Background: an optimization exercise with open tools, aiming at small area, a short achievable clock period and few clock cycles per item. Do not read the settings as production practice.
The RTL was checked by simulation tests, not by an equivalence proof against the original design.
Power figures rest on the tool's default switching activity, not on a simulated workload.

===== flow/config.mk =====
export PLATFORM = sky130hd
export DESIGN_NAME = axi_copy_master
export DESIGN_NICKNAME = axi_copy_master
export VERILOG_FILES = /design/flow/design.v
export SDC_FILE = /design/flow/constraint.sdc
export NUM_CORES = 4
export LEC_CHECK = 0
export ABC_CLOCK_PERIOD_IN_PS = 2500
export CAP_MARGIN = 20
export CORE_MARGIN = 2
export CORE_UTILIZATION = 55
export CTS_CLUSTER_DIAMETER = 100
export CTS_CLUSTER_SIZE = 30
export SETUP_SLACK_MARGIN = 3.6
export SLEW_MARGIN = 40

===== flow/design.v =====
`default_nettype none
package axi_tb_pkg;
    localparam logic [1:0] AXI_BURST_INCR  = 2'b01;
    localparam logic [1:0] AXI_RESP_OKAY   = 2'b00;
    localparam logic [1:0] AXI_RESP_SLVERR = 2'b10;
    localparam int unsigned AXI_PAGE_BYTES = 4096;
    typedef enum logic [2:0] {
        ST_IDLE = 3'd0,
        ST_CHK  = 3'd1,
        ST_AR   = 3'd2,
        ST_R    = 3'd3,
        ST_AW   = 3'd4,
        ST_W    = 3'd5,
        ST_B    = 3'd6,
        ST_DONE = 3'd7
    } copy_state_e;
    function automatic logic [2:0] axi_size_of(input int unsigned data_wth);
        axi_size_of = $clog2(data_wth / 8);
    endfunction
endpackage
`default_nettype wire
`default_nettype none
module tb_beat_buf #(
    parameter int unsigned DEPTH  = 16,
    parameter int unsigned WIDTH  = 256,
    parameter int unsigned ADDR_W = 4
) (
    input  logic              clk_i,
    input  logic              we_i,
    input  logic [ADDR_W-1:0] waddr_i,
    input  logic [WIDTH-1:0]  wdata_i,
    input  logic [ADDR_W-1:0] raddr_i,
    output logic [WIDTH-1:0]  rdata_o
);
    logic [WIDTH-1:0] mem_q [DEPTH];
    always_ff @(posedge clk_i) begin
        if (we_i) begin
            mem_q[waddr_i] <= wdata_i;
        end
    end
    assign rdata_o = mem_q[raddr_i];
endmodule
`default_nettype wire
`default_nettype none
module axi_copy_master
#(
    parameter int unsigned ADDR_WTH  = 32,
    parameter int unsigned DATA_WTH  = 256,
    parameter int unsigned ID_WIDTH  = 4,
    parameter int unsigned BUF_DEPTH = 16,
    parameter int unsigned AXI_ID    = 0
) (
    input  logic                  clk_i,
    input  logic                  rst_i,
    input  logic                  cmd_valid,
    output logic                  cmd_ready,
    input  logic [ADDR_WTH-1:0]   cmd_src,
    input  logic [ADDR_WTH-1:0]   cmd_dst,
    input  logic [7:0]            cmd_len,
    output logic                  done,
    output logic                  err,
    output logic [ADDR_WTH-1:0]   awaddr,
    output logic [1:0]            awburst,
    output logic [3:0]            awcache,
    output logic [7:0]            awlen,
    output logic [ID_WIDTH-1:0]   awid,
    output logic                  awlock,
    output logic [2:0]            awprot,
    output logic [3:0]            awqos,
    output logic [3:0]            awregion,
    output logic [2:0]            awsize,
    output logic                  awvalid,
    input  logic                  awready,
    output logic [DATA_WTH-1:0]   wdata,
    output logic                  wlast,
    output logic [DATA_WTH/8-1:0] wstrb,
    output logic                  wvalid,
    input  logic                  wready,
    input  logic [1:0]            bresp,
    input  logic [ID_WIDTH-1:0]   bid,
    input  logic                  bvalid,
    output logic                  bready,
    output logic [ADDR_WTH-1:0]   araddr,
    output logic [1:0]            arburst,
    output logic [3:0]            arcache,
    output logic [7:0]            arlen,
    output logic [ID_WIDTH-1:0]   arid,
    output logic                  arlock,
    output logic [2:0]            arprot,
    output logic [3:0]            arqos,
    output logic [3:0]            arregion,
    output logic [2:0]            arsize,
    output logic                  arvalid,
    input  logic                  arready,
    input  logic [DATA_WTH-1:0]   rdata,
    input  logic                  rlast,
    input  logic [1:0]            rresp,
    input  logic [ID_WIDTH-1:0]   rid,
    input  logic                  rvalid,
    output logic                  rready
);
    localparam int unsigned   c_beat_bytes = DATA_WTH / 8;
    localparam int unsigned   c_lsb        = $clog2(c_beat_bytes);       
    localparam int unsigned   c_ba_w       = ADDR_WTH - c_lsb;           
    localparam int unsigned   c_pg_w       = 12 - c_lsb;                 
    localparam int unsigned   c_len_w      = $clog2(BUF_DEPTH);          
    localparam int unsigned   c_slots      = BUF_DEPTH - 2;              
    localparam logic [2:0]    c_axsize     = axi_tb_pkg::axi_size_of(DATA_WTH);
    logic                  busy_q;         
    logic                  idle_q;         
    logic [c_ba_w-1:0]     src_q, dst_q;   
    logic [c_len_w-1:0]    len_q;          
    logic                  arvalid_q, awvalid_q;
    logic                  err_q;
    logic                  hz_q;           
    logic                  wait_b_q;       
    logic                  w_unused;
    assign w_unused = ^{bid, rid};
    logic [c_pg_w:0]       w_s_end, w_d_end;
    logic                  w_reject;
    assign w_s_end  = {1'b0, cmd_src[11:c_lsb]} + {{(c_pg_w+1-c_len_w){1'b0}}, cmd_len[c_len_w-1:0]};
    assign w_d_end  = {1'b0, cmd_dst[11:c_lsb]} + {{(c_pg_w+1-c_len_w){1'b0}}, cmd_len[c_len_w-1:0]};
    assign w_reject = (cmd_len[7:c_len_w] != '0) | w_s_end[c_pg_w] | w_d_end[c_pg_w];
    logic w_accept;
    assign w_accept = cmd_valid & idle_q;
    logic                  rready_q;
    logic [c_len_w-1:0]    rcnt_q;         
    logic                  rdone_q;        
    logic                  rlast_q;        
    logic                  w_r_hs;
    logic                  w_r_last;
    assign w_r_hs   = rvalid & rready_q;
    assign w_r_last = rlast_q;
    logic [DATA_WTH-1:0]   slot_q [c_slots];
    logic [c_slots-1:0]    hp_q, tp_q;     
    logic [c_slots-1:0]    we_q;           
    logic [c_len_w-1:0]    cnt_q;          
    logic                  ring_ne_q;      
    logic [DATA_WTH-1:0]   out_q;
    logic                  oval_q;         
    logic                  wvalid_q;
    logic                  wlast_q;
    logic [c_len_w-1:0]    wcnt_q;         
    logic                  w_w_hs;
    logic                  w_ring_ne;      
    logic                  w_load;         
    logic                  w_pop, w_push;
    logic [DATA_WTH-1:0]   w_head;
    assign w_w_hs    = wvalid_q & wready;
    assign w_ring_ne = ring_ne_q;
    assign w_load    = ~oval_q | w_w_hs;
    assign w_pop     = w_load & w_ring_ne;
    assign w_push    = w_r_hs & ~(w_load & ~w_ring_ne);
    always_comb begin
        w_head = '0;
        for (int i = 0; i < c_slots; i++) begin
            w_head = w_head | ({DATA_WTH{hp_q[i]}} & slot_q[i]);
        end
    end
    for (genvar g = 0; g < c_slots; g++) begin : g_slot
        always_ff @(posedge clk_i) begin
            if (we_q[g]) begin
                slot_q[g] <= rdata;
            end
        end
    end
    logic [DATA_WTH-1:0] w_out_d;
    logic w_sel_head, w_sel_rdata, w_sel_hold;
    assign w_sel_head  = w_load & w_ring_ne;
    assign w_sel_rdata = w_load & ~w_ring_ne;
    assign w_sel_hold  = oval_q & ~w_w_hs;
    assign w_out_d = ({DATA_WTH{w_sel_head}}  & w_head)
                   | ({DATA_WTH{w_sel_rdata}} & rdata)
                   | ({DATA_WTH{w_sel_hold}}  & out_q);
    always_ff @(posedge clk_i) begin
        out_q <= w_out_d;
    end
    logic [c_len_w-1:0]    cnt_d, rcnt_d, wcnt_d;
    logic                  oval_d, rdone_d, wvalid_d, awvalid_d, busy_d;
    logic                  w_all_in;
    logic [c_slots-1:0]    tp_d;
    always_comb begin
        cnt_d = cnt_q;
        if (w_push & ~w_pop) cnt_d = cnt_q + 1'b1;
        if (~w_push & w_pop) cnt_d = cnt_q - 1'b1;
    end
    assign tp_d      = w_push ? {tp_q[c_slots-2:0], tp_q[c_slots-1]} : tp_q;
    assign oval_d    = w_load ? (w_ring_ne | w_r_hs) : 1'b1;
    assign rcnt_d    = w_accept ? '0 : rcnt_q + c_len_w'(w_r_hs);
    assign rdone_d   = w_accept ? 1'b0 : (rdone_q | (w_r_hs & w_r_last));
    assign wcnt_d    = w_accept ? '0 : wcnt_q + c_len_w'(w_w_hs);
    assign awvalid_d = (w_accept & ~w_reject) | (awvalid_q & ~awready);
    assign busy_d    = (w_accept & ~w_reject) | (busy_q & ~(bvalid & wait_b_q));
    assign w_all_in  = rdone_q | (rvalid & w_r_last);
    assign wvalid_d  = oval_d & ~(awvalid_q & ~awready) & (~hz_q | w_all_in) & ~wait_b_q;
    always_ff @(posedge clk_i or negedge rst_i) begin
        if (!rst_i) begin
            busy_q    <= 1'b0;
            idle_q    <= 1'b1;
            arvalid_q <= 1'b0;
            awvalid_q <= 1'b0;
            err_q     <= 1'b0;
            wait_b_q  <= 1'b0;
            rready_q  <= 1'b0;
            rcnt_q    <= '0;
            rdone_q   <= 1'b0;
            rlast_q   <= 1'b0;
            hp_q      <= c_slots'(1);
            tp_q      <= c_slots'(1);
            we_q      <= c_slots'(1);
            cnt_q     <= '0;
            ring_ne_q <= 1'b0;
            oval_q    <= 1'b0;
            wvalid_q  <= 1'b0;
            wcnt_q    <= '0;
        end else begin
            busy_q    <= busy_d;
            idle_q    <= ~busy_d;
            arvalid_q <= (w_accept & ~w_reject) | (arvalid_q & ~arready);
            awvalid_q <= awvalid_d;
            if (w_accept) begin
                err_q <= w_reject;
            end else begin
                err_q <= err_q
                       | (w_r_hs & ((rresp != axi_tb_pkg::AXI_RESP_OKAY) | (rlast != w_r_last)))
                       | (bvalid & wait_b_q & (bresp != axi_tb_pkg::AXI_RESP_OKAY));
            end
            wait_b_q  <= ~(bvalid & wait_b_q) & (wait_b_q | (w_w_hs & wlast_q));
            rready_q  <= ~(oval_d & (cnt_d == c_len_w'(c_slots)));
            rcnt_q    <= rcnt_d;
            rdone_q   <= rdone_d;
            rlast_q   <= (rcnt_d == (w_accept ? cmd_len[c_len_w-1:0] : len_q));
            if (w_pop)  hp_q <= {hp_q[c_slots-2:0], hp_q[c_slots-1]};
            tp_q      <= tp_d;
            we_q      <= tp_d & {c_slots{cnt_d != c_len_w'(c_slots)}};
            cnt_q     <= cnt_d;
            ring_ne_q <= (cnt_d != '0);
            oval_q    <= oval_d;
            wvalid_q  <= wvalid_d;
            wcnt_q    <= wcnt_d;
        end
    end
    logic [2*c_ba_w+c_len_w-1:0] w_cmd_d, w_cmd_q;
    assign w_cmd_q = {src_q, dst_q, len_q};
    assign w_cmd_d = ({(2*c_ba_w+c_len_w){w_accept}}
                      & {cmd_src[ADDR_WTH-1:c_lsb], cmd_dst[ADDR_WTH-1:c_lsb], cmd_len[c_len_w-1:0]})
                   | ({(2*c_ba_w+c_len_w){~idle_q}} & w_cmd_q);
    always_ff @(posedge clk_i) begin
        {src_q, dst_q, len_q} <= w_cmd_d;
    end
    logic [c_pg_w:0] w_pdiff;
    logic            w_hz;
    assign w_pdiff = {1'b0, dst_q[c_pg_w-1:0]} - {1'b0, src_q[c_pg_w-1:0]};
    assign w_hz    = (dst_q[c_ba_w-1:c_pg_w] == src_q[c_ba_w-1:c_pg_w])
                   & (w_pdiff[c_pg_w:c_len_w] == '0) & (w_pdiff[c_len_w-1:0] != '0)
                   & (w_pdiff[c_len_w-1:0] <= len_q);
    always_ff @(posedge clk_i) begin
        hz_q <= w_hz;
    end
    always_ff @(posedge clk_i) begin
        wlast_q <= (wcnt_d == (w_accept ? cmd_len[c_len_w-1:0] : len_q));
    end
    logic done_q;
    always_ff @(posedge clk_i or negedge rst_i) begin
        if (!rst_i) done_q <= 1'b0;
        else        done_q <= (w_accept & w_reject) | (bvalid & wait_b_q);
    end
    assign cmd_ready = ~busy_q;
    assign done      = done_q;
    assign err       = err_q;
    assign bready    = 1'b1;
    assign rready    = rready_q;
    assign araddr   = {src_q, {c_lsb{1'b0}}};
    assign arlen    = 8'(len_q);
    assign arsize   = c_axsize;
    assign arburst  = axi_tb_pkg::AXI_BURST_INCR;
    assign arid     = ID_WIDTH'(AXI_ID);
    assign arcache  = 4'd0;
    assign arlock   = 1'b0;
    assign arprot   = 3'd0;
    assign arqos    = 4'd0;
    assign arregion = 4'd0;
    assign arvalid  = arvalid_q;
    assign awaddr   = {dst_q, {c_lsb{1'b0}}};
    assign awlen    = 8'(len_q);
    assign awsize   = c_axsize;
    assign awburst  = axi_tb_pkg::AXI_BURST_INCR;
    assign awid     = ID_WIDTH'(AXI_ID);
    assign awcache  = 4'd0;
    assign awlock   = 1'b0;
    assign awprot   = 3'd0;
    assign awqos    = 4'd0;
    assign awregion = 4'd0;
    assign awvalid  = awvalid_q;
    assign wdata    = out_q;
    assign wstrb    = '1;
    assign wlast    = wlast_q;
    assign wvalid   = wvalid_q;
endmodule
`default_nettype wire

===== flow/constraint.sdc =====
create_clock -name core_clock -period 6.0 [get_ports {clk_i}]
set_input_delay 1.2000 -clock core_clock [delete_from_list [all_inputs] [get_ports {clk_i}]]
set_output_delay 1.2000 -clock core_clock [all_outputs]
set_load 0.01 [all_outputs]

===== flow/standard.sh =====
#!/bin/bash
# synth_recipe.tcl (not shown) runs the flow's synth.tcl, then flattens the netlist and writes it again
# the make line also repeats each setting of config.mk as NAME=value (left out here)
make -C /OpenROAD-flow-scripts/flow DESIGN_CONFIG=/design/flow/config.mk WORK_HOME=/design/flow/orfs CLKGATE_MAP_FILE= SYNTH_SCRIPT=/design/flow/synth_recipe.tcl "${@:-finish}"

===== flow/flow/run.sh =====
#!/bin/bash
set -euo pipefail
export BUFFER_PORTS_ARGS="-buffer_cell sky130_fd_sc_hd__buf_2"
export GLOBAL_PLACEMENT_ARGS="-timing_driven_nets_percentage 25 -timing_driven_net_weight_max 4"
bash standard.sh > standard.log 2>&1

==> results of run 1 <==
## layer usage
| metal | wire, um | global-route usage, % | share of wire, % | vias up |
|---|---|---|---|---|
| met1 | 169400 | 43.68 | 40 | 42894 |
| met2 | 200500 | 50.14 | 48 | 3854 |
| li1 | - | - | - | 34132 |
| met3 | 38960 | 5.924 | 9.3 | 540 |
| met5 | 565 | 0 | 0.13 | - |
| met4 | 11270 | 8.454 | 2.7 | 92 |
## state kept, by name, indices dropped and copies added, names as in the netlist, 4 cells and up
register / cells
slot_q: 3584
out_q: 256
dst_q: 27
src_q: 27
hp_q: 14
tp_q: 14
we_q: 14
cnt_q: 4
len_q: 4
rcnt_q: 4
wcnt_q: 4
## area by class of cell
cell class	instances	area, um^2
Fill cell	18665	99620
Clock inverter	21	257.7
Clock buffer	250	4267
Inverter	70	262.8
Antenna cell	57	142.6
Tap cell	3402	4257
Sequential cell	3967	116300
Multi-Input combinational cell	3504	24490
Timing Repair Buffer	933	9398
## Yosys cell counts, drive strengths merged, types with 63 or more instances
| cell type | n | share of area (%) |
|---|---|---|
| clkbuf | 412 | 1.1 |
| buf | 231 | 0.97 |
| a41o | 256 | 1.8 |
| inv | 70 | 0.18 |
| dfrtp | 63 | 1.1 |
| a221oi | 768 | 4.7 |
| edfxtp | 3584 | 75 |
| a22o | 512 | 3.1 |
| nor2 | 271 | 0.71 |
| a22oi | 512 | 2.7 |
| dfxtp | 316 | 4.4 |
| nand2 | 581 | 1.5 |
| o21ai | 320 | 1.1 |
## path summary, 6_finish.rpt
check                              startpoint             endpoint  slack [ps]  cells after the start
setup / recovery           rready_q$_DFF_PN0_               rready        3350                      1
hold / removal                          rst_i     done_q$_DFF_PN0_         180                      1
setup reg to reg            dst_q[26]$_DFF_P_         hz_q$_DFF_P_        3590                      5
hold reg to reg             out_q[39]$_DFF_P_    out_q[39]$_DFF_P_         460                      2
max in group asynchronous               rst_i  hp_q[4]$_DFFE_PN0P_        4810                      2
min in group core_clock     out_q[39]$_DFF_P_    out_q[39]$_DFF_P_         460                      2
## cell families (layout without fill, tap and decap cells)
group / count (synthesis) / after routing / synth area share (%)
flops: 3967 / 3967 / 80.94
compound gates: 2416 / 2416 / 13.71
simple gates: 895 / 896 / 2.425
buf+inv: 713 / 1274 / 2.237
xor+xnor: 38 / 38 / 0.2382
mux: 29 / 29 / 0.2277
fa+ha+maj: 24 / 24 / 0.2155
other cells: 2 / 158 / 0.005257
## metrics by stage
step | setup WS [ps] | instance area (um^2)
6_report | 3351 | 159400
5_1_grt | 3292 | 159300
4_1_cts | 3263 | 158600
3_5_place_dp | 2813 | 150200
3_3_place_gp | 2304 | 149700
2_1_floorplan | 3524 | 143300
## power breakdown
| part | switching [W] | internal, W | total, W |
|---|---|---|---|
| Sequential | 0.000461 | 0.0306 | 0.0310 |
| Clock | 0.00808 | 0.00510 | 0.0132 |
| Combinational | 0.00358 | 0.00245 | 0.00603 |
## timing repair
item                       4_1_cts  5_1_grt
buffers inserted                88       30
pin swaps                        0       11
gates cloned                     8        5
setup endpoints to repair      747      498
resized for setup              823       35
==> key figures, run 1 <==
Synthesis
  • Cells after Synth: approximately 8100
  • Synth Cell Area: around 140000 um^2
  • Ys Warns: 2
  • Syn avg cell area: 17.67 um^2
  • #FFs+latches synth: between 3000 and 4000
  • Top_reg_cell synth: edfxtp_1
  • Seq/Total Area, Yosys: 80.94%
  • EDFF count, synth: 3584
  • Post-synth ARST share: between 1.5 and 2%
  • Distinct cell type count after synthesis: 57

Worst setup path
  • Worst Path Arrival: between 1000 and 1500 ps
  • CP Buf/Inv Count: 1
  • CP Capture Type: output port
  • Worst Path Max Fanout: 2
  • Critical path type: flip-flop to output port
  • Startpoint Class: flip-flop
  • Worst Path Required: roughly 4800 ps
  • Slowest CP cell: dfrtp_1
  • Critical-path cell list: buf_6
  • CP delay by family, top: flip-flops
  • Critical Path Max Stage Delay: ~430 ps

Clock tree
  • CTS clk-pin slew, worst paths: approximately 110 ps
  • Longest Clk Path Bufs: 3
  • Later-pin clock latency in the skew report: ~900 ps
  • CTS Buf Count: 152
  • Hold buffer count at cts: 0
  • TritonCTS clock tree: yes
  • CTS root buffer: clkbuf_16
  • H-tree depth: 4
  • CTS sink cnt: 3967

Finish
  • Cell Count, Final, Fillers Out: ~12000
  • Final core occ: about 62%
  • Most common cell after layout, fill and taps aside: edfxtp_1
  • Most frequent cells in the layout: 3584 x edfxtp_1, 767 x a221oi_1, 580 x nand2_1
  • # nets final: ~9000
  • Share of post-route cells with drive strength above 1: between 10% and 20%
  • Area Growth Syn to Fin: 11.58%

STA
  • Crit path time final: 2649 ps
  • Slew headroom: a little over a third
  • Skew final: ~42 ps
  • Fmax: 377.5 MHz
  • Min Hold Slack: approximately 180 ps
  • Slew @ Worst Pin: roughly 960 ps
  • Fin. max-slew vios: 0
  • Hold Violations, Final: 0
  • RSZ-0062 raised after global routing: yes
  • Final period util: 44.15%
  • Final setup viols: 0
  • Final TNS setup: 0 ps

Route
  • Vias per cell: between 6 and 7
  • DR pass1 iterations: 6
  • WL/cell: approximately 34 um
  • Post-route ant nets: 0
  • Via count: 81512
  • Routed wire length: 420700 um
  • DRC errors left: 0
  • Violation count after the first detailed-route iteration: between 10000 and 15000

Place
  • Routability cong.: 0.8348
  • Hpwl dp: approximately 190000 um
  • Port bufs: around 660
  • Post-Place Cells: ~12000

Global route
  • Number of global-route vias before repair: 78057
  • Grt ovf: 0
  • Largest net degree at the start of global routing: roughly 130
  • Initial antenna violation count: 117
  • Gr usage total: between 30% and 40%
  • First-pass GRT wire length: just under 600000 um

Die
  • Core area: ~260000 um^2
  • Starting Density: around 55%
  • Die W: between 500 and 600 um
  • Die area: approximately 260000 um^2
  • # IOs: approximately 780
  • Die Y: approximately 510 um
  • Std cell rows: 187

Min path
  • HP Class: input port to async pin

Job
  • Max-cap check violation count: 0

Pwr
  • P_leak: approximately 51 nW
  • Power Density: about 320 nW/um^2
  • VDD IR max: around 0.00032 V
  • Total power: ~0.050 W

Run status
  • Outcome: complete, no violations
Testbench counts, summed over its fixed seeds: cycles 8,625, items 512.
==> inputs of run 2 (changes only) <==
--- a/flow/design.v
+++ b/flow/design.v
@@ -122,7 +122,7 @@
     assign w_d_end  = {1'b0, cmd_dst[11:c_lsb]} + {{(c_pg_w+1-c_len_w){1'b0}}, cmd_len[c_len_w-1:0]};
     assign w_reject = (cmd_len[7:c_len_w] != '0) | w_s_end[c_pg_w] | w_d_end[c_pg_w];
     logic w_accept;
-    assign w_accept = cmd_valid & idle_q;
+    assign w_accept = cmd_valid & (idle_q | (bvalid & wait_b_q));
     logic                  rready_q;
     logic [c_len_w-1:0]    rcnt_q;         
     logic                  rdone_q;        
@@ -244,7 +244,7 @@
     assign w_cmd_q = {src_q, dst_q, len_q};
     assign w_cmd_d = ({(2*c_ba_w+c_len_w){w_accept}}
                       & {cmd_src[ADDR_WTH-1:c_lsb], cmd_dst[ADDR_WTH-1:c_lsb], cmd_len[c_len_w-1:0]})
-                   | ({(2*c_ba_w+c_len_w){~idle_q}} & w_cmd_q);
+                   | ({(2*c_ba_w+c_len_w){~idle_q & ~w_accept}} & w_cmd_q);
     always_ff @(posedge clk_i) begin
         {src_q, dst_q, len_q} <= w_cmd_d;
     end
@@ -263,11 +263,11 @@
     logic done_q;
     always_ff @(posedge clk_i or negedge rst_i) begin
         if (!rst_i) done_q <= 1'b0;
-        else        done_q <= (w_accept & w_reject) | (bvalid & wait_b_q);
+        else        done_q <= (w_accept & w_reject);
     end
-    assign cmd_ready = ~busy_q;
-    assign done      = done_q;
-    assign err       = err_q;
+    assign cmd_ready = ~busy_q | (bvalid & wait_b_q);
+    assign done      = done_q | (bvalid & wait_b_q);
+    assign err       = err_q | (wait_b_q & (bresp != 2'b00));
     assign bready    = 1'b1;
     assign rready    = rready_q;
     assign araddr   = {src_q, {c_lsb{1'b0}}};
==> flow/flow/run.sh (replaced) <==
#!/bin/bash
set -euo pipefail
export BUFFER_PORTS_ARGS="-buffer_cell sky130_fd_sc_hd__buf_2"
bash standard.sh > standard.log 2>&1
==> key figures, run 2 <==
Clock tree
  • CTS clk-pin slew, worst paths: ~120 ps
  • Longest Clk Path Bufs: 3
  • CTS Buf Count: about 150
  • CTS root buffer: clkbuf_16
  • CTS sink cnt: 3967
  • H-tree depth: 4
  • TritonCTS clock tree: yes
  • Later-pin clock latency in the skew report: 850 ps

Worst setup path
  • Worst setup startpoint: bvalid
  • Startpoint Class: input port
  • Critical path type: input port to output port
  • Worst Path Arrival: approximately 1600 ps
  • Worst Path Max Fanout: 3
  • R2r startpoint: hp_q[7]$_DFFE_PN0P_
  • Critical Path Max Stage Delay: between 100 and 150 ps
  • Worst Path Required: approximately 4800 ps
  • CP most frequent cell: buf_2
  • Critical-path cell list: buf_2 > nand2_4 > nand2b_1 > buf_2
  • Slowest CP cell: buf_2
  • CP Capture Type: output port
  • R2R depth: 6

STA
  • Crit path time final: about 2800 ps
  • Fmax: 356.3 MHz
  • Slew headroom: between 30% and 40%
  • Min Hold Slack: 426.6 ps
  • RSZ-0062 raised after global routing: yes
  • Final TNS setup: 0 ps
  • Fin. max-slew vios: 0
  • Skew final: around 36 ps
  • Final period util: approximately 47%
  • Final setup viols: 0
  • Slew @ Worst Pin: about 970 ps
  • Hold Violations, Final: 0

Finish
  • Largest register FFs: approximately 3600
  • # nets final: 8995
  • Area Growth Syn to Fin: 11.32%
  • # fillers: between 15000 and 20000
  • Most common cell after layout, fill and taps aside: edfxtp_1
  • Most frequent cells in the layout: 3584 x edfxtp_1, 768 x a221oi_1, 627 x nand2_1
  • Top flop regs: slot_q: 3584 flops, out_q: 256 flops
  • Most flops, register: slot_q
  • Share of post-route cells with drive strength above 1: between 15 and 20%

Global route
  • First-pass GRT wire length: ~580000 um
  • Number of global-route vias before repair: 78324
  • Initial antenna violation count: 120
  • Gr usage total: approximately 30%
  • Largest net degree at the start of global routing: between 100 and 150
  • Grt ovf: 0

Die
  • Die W: between 500 and 600 um
  • Std cell rows: roughly 190
  • # IOs: between 700 and 800
  • Die Y: between 500 and 600 um
  • Core area: 259000 um^2
  • Die area: 264100 um^2
  • Starting Density: 55.21%

Synthesis
  • Synth area leaders: edfxtp_1 75%, a221oi_1 4.7%, dfxtp_1 4.4%
  • EDFF count, synth: ~3600
  • Yosys top cell area share: between 70% and 80%
  • Syn avg cell area: 17.67 um^2
  • Cells after Synth: approximately 8100
  • Distinct cell type count after synthesis: between 50 and 60
  • Top_reg_cell synth: edfxtp_1
  • Yosys top cell by area: edfxtp_1
  • Post-synth ARST share: between 1.5 and 2%
  • Synth Cell Area: 143000 um^2
  • Most frequent cell after synthesis: edfxtp_1
  • Post-synth top cells: 3584 x edfxtp_1, 768 x a221oi_1, 629 x nand2_1
  • Ys Warns: 2
  • Seq/Total Area, Yosys: 80.86%
  • #FFs+latches synth: 3967

Place
  • Port bufs: approximately 660
  • Routability cong.: ~0.77
  • Hpwl dp: just under 200000 um

Pwr
  • Total power: 0.05368 W
  • VDD IR max: roughly 0.00042 V
  • P_leak: between 50 and 60 nW
  • Power Density: between 300 and 400 nW/um^2

Route
  • DRC errors left: 0
  • Via count: 81886
  • Post-route ant nets: 0
  • DR pass1 iterations: 6
  • Vias per cell: roughly 6.7
  • WL/cell: ~34 um
  • Violation count after the first detailed-route iteration: between 10000 and 15000
  • Routed wire length: 419000 um

Min path
  • HP Class: input port to async pin

Run status
  • Outcome: complete, no violations

Job
  • Max-cap check violation count: 0
-- run 2: path summary, 6_finish.rpt --
| kind | to | slack [ps] |
|---|---|---|
| max reg2reg | out_q[236]$_DFF_P_ | 3640 |
| min in group core_clock | out_q[9]$_DFF_P_ | 450 |
| max | done | 3190 |
| min reg2reg | out_q[9]$_DFF_P_ | 450 |
| min | oval_q$_DFF_PN0_ | 430 |
| max in group asynchronous | we_q[2]$_DFF_PN0_ | 5020 |
-- run 2: area by class of cell --
class	instances	area [um^2]	area share, %
clock inverter	8	136.4	0.08567
antenna	55	137.6	0.08646
clock buffer	260	4273	2.684
timing repair buffer	927	9191	5.774
sequential	3967	116300	73.04
tap	3402	4257	2.674
multi-input combinational	3554	24850	15.61
inverter	21	78.83	0.04952
-- run 2: logic make-up (layout without fill, tap and decap cells) --
logic type | count (synthesis) | in the layout | synth area share, %
and+or+nand+nor | 992 | 992 | 2.810
adders and majority gates | 24 | 24 | 0.2152
AOI/OAI and AO/OA | 2369 | 2369 | 13.54
other | 2 | 156 | 0.005252
DFF | 3967 | 3967 | 80.86
muxes | 30 | 30 | 0.2354
buffers and inverters | 670 | 1216 | 2.100
xor gates and xnor gates | 38 | 38 | 0.2380
-- run 2: layer usage --
layer | wire [um] | share of wire (%) | global-route usage (%)
met3 | 39600 | 9.5 | 6.130
met4 | 9696 | 2.3 | 7.263
met5 | 515 | 0.12 | 0
met2 | 202300 | 48 | 50.12
met1 | 166800 | 40 | 42.93
-- run 2: what timing repair did --
item                       in CTS  in global routing
hold buffers                    0                  0
gates cloned                    8                  5
setup endpoints to repair     727                505
buffers inserted               77                 31
pin swaps                       3                 10
gates resized for setup       811                 32
-- run 2: worst max-delay path: cells and delay by family --
family | cells | cell delay, ps
buffers and inverters | 2 | 270
AND/OR/NAND/NOR | 2 | 140
-- run 2: report_power, final --
| group | internal (W) | total (W) | switching [W] |
|---|---|---|---|
| Clock | 0.00506 | 0.0131 | 0.00804 |
| Sequential | 0.0314 | 0.0324 | 0.00101 |
| Combinational | 0.00364 | 0.00821 | 0.00457 |
| Total | 0.0401 | 0.0537 | 0.0136 |
-- run 2: per-stage QoR --
stage	worst slack (ps)	std cells	cell area, um^2	util (%)
finish	3193	12194	159200	61.46
global route	3144	12160	159100	61.43
CTS	3145	12099	158400	61.16
detailed placement	2642	11746	150300	58.04
global placement	2738	11726	149900	57.86
floorplan	3401	8191	143400	-
Testbench counts of run 2, summed over its fixed seeds: cycles 8,161, items 512.

[port drivers added, routing unchanged]
The results above use ideal ports. As a check the final layouts listed here were re-extracted and re-timed, cells and wires unchanged.
Step 1, drivers: a clkbuf_16 drives clk_i and a buf_2 each remaining input, both assumed.
Step 2, shift: input delay + t, output delay - t, t = (earliest + latest rising clock arrival at the registers) / 2. This alone moves slack from input paths to output paths.
Slacks: ideal / step 1 / step 2; pairs: ideal / step 1.
run	t (ns)	slack for setup (ns)	worst setup path after step 2	pins driven straight from the clock port
run 1	0.966	3.351 / 3.255 / 2.888	input to register	1
run 2	0.930	3.193 / 3.117 / 2.876	input to register	1
After both steps setup and hold are still met in every run listed. The setup slack of run 1, which loses most, moves by -0.096 ns with the drivers and by -0.463 ns with both steps.
